This is an optimization exercise on Yosys and OpenROAD, whose aim is small area, a short achievable clock period and few clock cycles, not a production implementation.
Power is estimated from default activity; no workload was simulated.

## try-garnet
==> flow/design.v <==
package buffer_pkg;
	typedef logic [8-1:0] lane_t;
	typedef logic [4*8-1:0] word_t;
	typedef logic [$clog2(4*32)-1:0] buf_addr_t;
endpackage
package window_pkg;
	typedef logic [$clog2(32+1)-1:0] dim_t;
	typedef enum logic {
		STRIDE_1 = 1'b0,
		STRIDE_2 = 1'b1
	} stride_e;
	typedef enum logic [1:0] {
		WR_IDLE  = 2'd0,
		WR_FILL  = 2'd1,
		WR_DRAIN = 2'd2  
	} wr_state_e;
	typedef enum logic [1:0] {
		RD_IDLE = 2'd0,
		RD_WAIT = 2'd1,  
		RD_SCAN = 2'd2
	} rd_state_e;
endpackage
`timescale 1ns/1ps
module conv_feeder (
	input  logic        clk,
	input  logic        rst,
	input  logic        i_start,
	input  logic [5:0]  i_cols,
	input  logic [5:0]  i_rows,
	input  logic        i_stride,
	input  logic        i_valid,
	input  logic [31:0] i_data,
	output logic        o_full,
	output logic        o_valid,
	output logic [31:0] o_lane_data,
	output logic        o_done
);
	logic       busy;
	logic [1:0] g_init;  
	logic [5:0] g_cm1;  
	logic [5:0] g_rm1;  
	logic [4:0] g_orm1;  
	logic       g_s2;
	logic [4:0] g_ocm1;  
	logic acc_all;   
	logic acc_all2;  
	logic        s_v;
	logic [31:0] s_d;
	logic [5:0]  p_row;
	logic [5:0]  p_col;
	logic [4:0]  p_d;  
	logic [4:0] tau;
	logic [4:0] e_d;  
	logic       e_odd;  
	logic [4:0] x_rem;  
	logic [4:0] y_rem;  
	logic       last_x;
	logic       last_y;
	logic [8:0] e_pos;  
	logic [1:0] e_r;    
	logic [1:0] e_c;    
	logic r0, r1, r2;
	assign r0 = e_pos[0] || e_pos[1] || e_pos[2];
	assign r1 = e_pos[3] || e_pos[4] || e_pos[5];
	assign r2 = e_pos[6] || e_pos[7] || e_pos[8];
	assign e_r = {r2, r1};
	assign e_c = {e_pos[2] || e_pos[5] || e_pos[8], e_pos[1] || e_pos[4] || e_pos[7]};
	logic       e_done;
	logic [31:0] bw [3];
	logic [1:0]  b_cnt;
	logic [1:0]  b_lag;  
	logic m_wr_en;  
	logic [31:0] ring_a [32];
	logic [31:0] ring_b [32];
	logic idle;
	logic start;
	assign idle = !busy || (e_done && acc_all2);
	assign start = idle && i_start;
	logic [4:0] d;     
	assign d = e_d;
	logic t_is_b;  
	assign t_is_b = !g_s2 && e_odd;
	logic fill_done;  
	logic b_eq;
	logic bw_ok;
	assign b_eq = (b_lag == 2'd0);
	assign bw_ok = (b_cnt == 2'd3) && b_eq;
	logic emit;
	always_comb begin
		emit = 1'b0;
		if (busy && !e_done)
			emit = (r0 && fill_done && (d[2:0] == 3'd3)) ||
				(r1 && bw_ok && (d[2:0] == 3'd0)) ||
				(r2 && bw_ok);
	end
	logic win_end;
	assign win_end = emit && e_pos[8];
	logic bw_wr;
	assign bw_wr = emit && (e_pos[3] || (e_pos[4] && (g_s2 || last_x)) ||
		(e_pos[5] && last_x));
	logic        pix_v;
	logic [31:0] pix_d;
	logic        p_al;
	assign pix_v = s_v || (i_valid && busy && !acc_all);
	assign pix_d = s_v ? s_d : i_data;
	assign p_al = (p_d[2:0] == 3'd0);
	logic [5:0] g_mrow2;   
	logic [5:0] g_mcol2;   
	logic [5:0] g_elim;    
	logic k_fill, k_bot, k_mrow;
	logic c_in;    
	logic c_lt;    
	logic r_fill, r_bot, r_mrow;
	assign r_fill = k_fill;
	assign r_bot = k_bot && c_in;
	assign r_mrow = k_mrow;
	logic n_fill, n_bot, n_mrow;
	always_comb begin
		n_fill = (p_row == 6'd0);
		n_bot = 1'b0;
		n_mrow = 1'b0;
		if (!n_fill) begin
			if (!g_s2)
				n_bot = 1'b1;
			else if (p_row[0])
				n_bot = (p_row < g_mrow2);
			else
				n_mrow = (p_row + 6'd1 < g_mrow2);
		end
	end
	logic drop_ok;
	assign drop_ok = (b_cnt != 2'd3) || !b_eq;
	logic bw_in;    
	logic in_wr;    
	logic consume;
	always_comb begin
		bw_in = 1'b0;
		in_wr = 1'b0;
		consume = 1'b0;
		if (pix_v) begin
			if (r_fill) begin
				in_wr = p_al;
				consume = p_al;
			end else if (r_bot) begin
				bw_in = drop_ok;
				consume = drop_ok;
			end else if (r_mrow) begin
				in_wr = p_al && (m_wr_en || (last_x && c_lt));
				consume = in_wr;
			end else begin
				consume = 1'b1;  
			end
		end
	end
	logic full_q;
	assign o_full = full_q;
	logic accept;
	assign accept = i_valid && !s_v && busy && !acc_all;
	logic p_wrap;
	logic last_acc;
	assign p_wrap = (p_col == g_cm1);
	assign last_acc = (p_row == g_rm1) && p_wrap;
	logic        wa_en, wb_en;
	logic [1:0]  wa_idx, wb_idx;
	logic [31:0] wa_data, wb_data;
	logic        in_b;
	assign in_b = (p_row != 6'd0);
	logic        wa_src, wb_src;  
	always_comb begin
		wa_en = bw_wr && !t_is_b;
		wa_idx = d[4:3];
		wa_src = 1'b0;
		if (in_wr && !in_b) begin
			wa_en = 1'b1;
			wa_idx = p_d[4:3];
			wa_src = 1'b1;
		end
		wb_en = bw_wr && t_is_b;
		wb_idx = d[4:3];
		wb_src = 1'b0;
		if (in_wr && in_b) begin
			wb_en = 1'b1;
			wb_idx = p_d[4:3];
			wb_src = 1'b1;
		end
	end
	logic [3:0]  qa_sel, qb_sel;
	logic        qa_src, qb_src;
	logic [1:0]  q_ec;
	always_ff @(posedge clk) begin
		for (int k = 0; k < 4; k++) begin
			qa_sel[k] <= wa_en && (wa_idx == 2'(k));
			qb_sel[k] <= wb_en && (wb_idx == 2'(k));
		end
		qa_src <= wa_src;
		qb_src <= wb_src;
		q_ec <= e_c;
	end
	logic [31:0] q_pix;
	assign q_pix = s_d;
	logic [31:0] q_bw;
	assign q_bw = bw[q_ec];
	assign wa_data = qa_src ? q_pix : q_bw;
	assign wb_data = qb_src ? q_pix : q_bw;
	logic [31:0] rd;
	always_comb begin
		if (r0)
			rd = t_is_b ? ring_b[{d[4:3], 3'd3}] : ring_a[{d[4:3], 3'd3}];
		else if (r1)
			rd = t_is_b ? ring_a[{d[4:3], 3'd0}] : ring_b[{d[4:3], 3'd0}];
		else
			rd = bw[e_c];
	end
	always_ff @(posedge clk) begin
		for (int k = 0; k < 32; k++) begin
			if ((k % 8) == 6 && qa_sel[((k + 2) / 8) % 4])
				ring_a[k] <= wa_data;
			else
				ring_a[k] <= ring_a[(k + 1) % 32];
			if ((k % 8) == 6 && qb_sel[((k + 2) / 8) % 4])
				ring_b[k] <= wb_data;
			else
				ring_b[k] <= ring_b[(k + 1) % 32];
		end
	end
	always_ff @(posedge clk) begin
		g_ocm1 <= g_s2 ? 5'((g_cm1 - 6'd2) >> 1) : 5'(g_cm1 - 6'd2);
		g_orm1 <= g_s2 ? 5'((g_rm1 - 6'd2) >> 1) : 5'(g_rm1 - 6'd2);
		g_mrow2 <= {g_orm1, 1'b0} + 6'd2;
		g_mcol2 <= {g_ocm1, 1'b0} + 6'd2;
		g_elim <= {g_ocm1, 1'b0};
	end
	always_ff @(posedge clk) begin
		if (rst) begin
			busy <= 1'b0;
			s_v <= 1'b0;
			full_q <= 1'b0;
			e_done <= 1'b0;
			acc_all <= 1'b0;
			acc_all2 <= 1'b0;
			tau <= '0;
			m_wr_en <= 1'b0;
			b_cnt <= '0;
			g_init <= '0;
		end else begin
			tau <= tau + 5'd1;
			acc_all2 <= acc_all;
			g_init <= {g_init[0], 1'b0};
			if (g_init[1]) begin
				x_rem <= g_ocm1;
				y_rem <= g_orm1;
				last_x <= (g_ocm1 == 5'd0);
				last_y <= (g_orm1 == 5'd0);
			end
			if (start) begin
				busy <= 1'b1;
				g_cm1 <= i_cols - 6'd1;  
				g_rm1 <= i_rows - 6'd1;
				g_s2 <= i_stride;
				acc_all <= 1'b0;
				acc_all2 <= 1'b0;
				s_v <= 1'b0;
				full_q <= 1'b0;
				p_row <= '0;
				p_col <= '0;
				k_fill <= 1'b1;
				k_bot <= 1'b0;
				k_mrow <= 1'b0;
				c_in <= 1'b1;
				fill_done <= 1'b0;
				tau <= 5'd0;   
				p_d <= 5'd0;
				e_d <= 5'd0;
				e_odd <= 1'b0;
				g_init <= 2'b01;
				e_pos <= 9'd1;
				e_done <= 1'b0;
				b_cnt <= '0;
				b_lag <= '0;
				m_wr_en <= 1'b0;
			end else begin
				if (accept && last_acc)
					acc_all <= 1'b1;
				if (consume) begin
					if (p_wrap) begin
						p_col <= '0;
						p_row <= p_row + 6'd1;
						p_d <= ~tau;
						k_fill <= n_fill;
						k_bot <= n_bot;
						k_mrow <= n_mrow;
						c_in <= 1'b1;
						c_lt <= (g_elim != 6'd0);
						if (p_row == 6'd1)
							fill_done <= 1'b1;
					end
					else begin
						p_col <= p_col + 6'd1;
						if (g_s2 && p_col == g_mcol2)
							c_in <= 1'b0;
						if (p_col + 6'd1 == g_elim)
							c_lt <= 1'b0;
					end
				end else begin
					p_d <= p_d - 5'd1;
				end
				if (consume)
					s_v <= 1'b0;
				else if (accept)
					s_v <= 1'b1;
				full_q <= (!consume && (accept || s_v)) || acc_all || (accept && last_acc);
				if (emit && last_x && e_pos[5])
					m_wr_en <= 1'b1;
				else if (in_wr && r_mrow && p_wrap)
					m_wr_en <= 1'b0;
				if (win_end && last_x) begin
					b_cnt <= '0;
					b_lag <= '0;
				end else if (win_end) begin
					b_lag <= g_s2 ? 2'd2 : 2'd1;
				end else if (bw_in) begin
					if (b_cnt != 2'd3)
						b_cnt <= b_cnt + 2'd1;
					else
						b_lag <= b_lag - 2'd1;
				end
				if (!emit)
					e_d <= e_d - 5'd1;
				if (emit) begin
					e_pos <= {e_pos[7:0], e_pos[8]};
					if (e_pos[2] || e_pos[5]) begin
						e_d <= e_d - 5'd3;
					end else if (e_pos[8]) begin
							if (!last_x) begin
								x_rem <= x_rem - 5'd1;
								last_x <= (x_rem == 5'd1);
								e_d <= g_s2 ? e_d - 5'd1 : e_d - 5'd2;
							end else begin
								x_rem <= g_ocm1;
								last_x <= (g_ocm1 == 5'd0);
								e_d <= ~tau;
								if (last_y) begin
									e_done <= 1'b1;
								end else begin
									e_odd <= !e_odd;
									y_rem <= y_rem - 5'd1;
									last_y <= (y_rem == 5'd1);
								end
							end
					end
				end
			end
		end
	end
	always_ff @(posedge clk) begin
		if (!s_v)
			s_d <= i_data;
		if (bw_in) begin
			bw[0] <= bw[1];
			bw[1] <= bw[2];
			bw[2] <= pix_d;
		end
	end
	logic [31:0] out_q;
	logic        out_v;
	logic        out_last;
	logic [7:0]  l1_q;
	logic [7:0]  l2_q [2];
	logic [7:0]  l3_q [3];
	always_ff @(posedge clk) begin
		if (rst) begin
			out_v <= 1'b0;
			out_last <= 1'b0;
		end else begin
			out_v <= emit;
			out_last <= win_end && last_x && last_y;
		end
	end
	always_ff @(posedge clk) begin
		out_q <= rd;
		l1_q <= out_q[15:8];
		l2_q[0] <= out_q[23:16];
		l2_q[1] <= l2_q[0];
		l3_q[0] <= out_q[31:24];
		l3_q[1] <= l3_q[0];
		l3_q[2] <= l3_q[1];
	end
	assign o_valid = out_v;
	assign o_done = out_last;
	assign o_lane_data = {l3_q[2], l2_q[1], l1_q, out_q[7:0]};
endmodule
==> flow/config.mk <==
export PLATFORM = sky130hd
export DESIGN_NAME = conv_feeder
export DESIGN_NICKNAME = conv_feeder
export VERILOG_FILES = /design/flow/design.v
export SDC_FILE = /design/flow/constraint.sdc
export NUM_CORES = 4
export LEC_CHECK = 0
export CAP_MARGIN = 20
export CORE_MARGIN = 2
export CORE_UTILIZATION = 40
export CTS_CLUSTER_DIAMETER = 120
export CTS_CLUSTER_SIZE = 30
export SETUP_SLACK_MARGIN = 3.7
export SLEW_MARGIN = 20
==> flow/constraint.sdc <==
create_clock -name core_clock -period 6.0 [get_ports {clk}]
set_input_delay 1.2000 -clock core_clock [delete_from_list [all_inputs] [get_ports {clk}]]
set_output_delay 1.2000 -clock core_clock [all_outputs]
set_load 0.01 [all_outputs]
run.sh (not shown) runs the stock make flow with config.mk's settings and CLKGATE_MAP_FILE= SYNTH_SCRIPT=/design/flow/synth_recipe.tcl, a recipe that flattens the netlist after the stock synthesis.
try-garnet went all the way through synthesis, placement and routing and the layout is clean on timing, DRC and antenna.
diff inputs: try-garnet => try-raven
--- a/flow/design.v
+++ b/flow/design.v
@@ -36,6 +36,8 @@
 	output logic        o_done
 );
 	logic       busy;
+	logic [5:0] g_cols;
+	logic [5:0] g_rows;
 	logic [1:0] g_init;  
 	logic [5:0] g_cm1;  
 	logic [5:0] g_rm1;  
@@ -224,8 +226,8 @@
 		end
 	end
 	always_ff @(posedge clk) begin
-		g_ocm1 <= g_s2 ? 5'((g_cm1 - 6'd2) >> 1) : 5'(g_cm1 - 6'd2);
-		g_orm1 <= g_s2 ? 5'((g_rm1 - 6'd2) >> 1) : 5'(g_rm1 - 6'd2);
+		g_ocm1 <= g_s2 ? 5'((g_cols - 6'd3) >> 1) : 5'(g_cols - 6'd3);
+		g_orm1 <= g_s2 ? 5'((g_rows - 6'd3) >> 1) : 5'(g_rows - 6'd3);
 		g_mrow2 <= {g_orm1, 1'b0} + 6'd2;
 		g_mcol2 <= {g_ocm1, 1'b0} + 6'd2;
 		g_elim <= {g_ocm1, 1'b0};
@@ -254,6 +256,8 @@
 			end
 			if (start) begin
 				busy <= 1'b1;
+				g_cols <= i_cols;
+				g_rows <= i_rows;
 				g_cm1 <= i_cols - 6'd1;  
 				g_rm1 <= i_rows - 6'd1;
 				g_s2 <= i_stride;
Notes after the runs:
Taking try-garnet as the reference, in try-raven total of endpoints with negative setup slack in the final report level; hold slack moved down; sum of net half-perimeters after detailed placement moved up; die width moved up; sequential cell area share moved down.
The clock latency at the later pin of the worst-skew pair in try-raven sits 0.03 ns above the value recorded for try-garnet.
Internal power of the cells, try-raven and try-garnet, higher one = try-raven.
As far as arrival time of the worst setup path is concerned, try-raven and try-garnet perform about the same.
Diff try-garnet -> try-raven: number of post-CTS setup repair buffers fell 15%, worst setup margin rose 0.018 ns.
Summary: with try-garnet as the reference, number of filler instances in the final layout in try-raven moved up slightly.
From try-garnet to try-raven the numbers moved as follows: final-stage net count grew by about 1.4%, detailed-route vias per instance fell 0.021, period utilization lower.
No functional check of the RTL was part of any run of this note.

[port drivers added, routing unchanged]
No port has a modelled driver above. Below, the same layouts with a new extraction and two added sets of constraints.
Step 1: set_driving_cell puts a clkbuf_16 on clk and a buf_2 on each other input, an assumption about the parent block.
Step 2, shift: input delay + t, output delay - t, t = (earliest + latest rising clock arrival at the registers) / 2. This alone moves slack from input paths to output paths.
Three values: ideal ports, drivers, drivers and shift; two values: the first two.
| run | t (ns) | setup slack, ns | hold slack, ns | worst setup path after step 2 | worst data-port slew with drivers (ns) |
|---|---|---|---|---|---|
| try-garnet | 0.803 | 3.516 / 3.438 / 3.021 | 0.306 / 0.306 / 0.306 | input to register | 0.09 |
| try-raven | 0.814 | 3.535 / 3.457 / 3.021 | 0.286 / 0.286 / 0.286 | input to register | 0.11 |
After both steps setup and hold are still met in every run listed. For try-raven, which loses most, drivers alone change the setup slack by -0.078 ns; drivers and shift together by -0.514 ns.
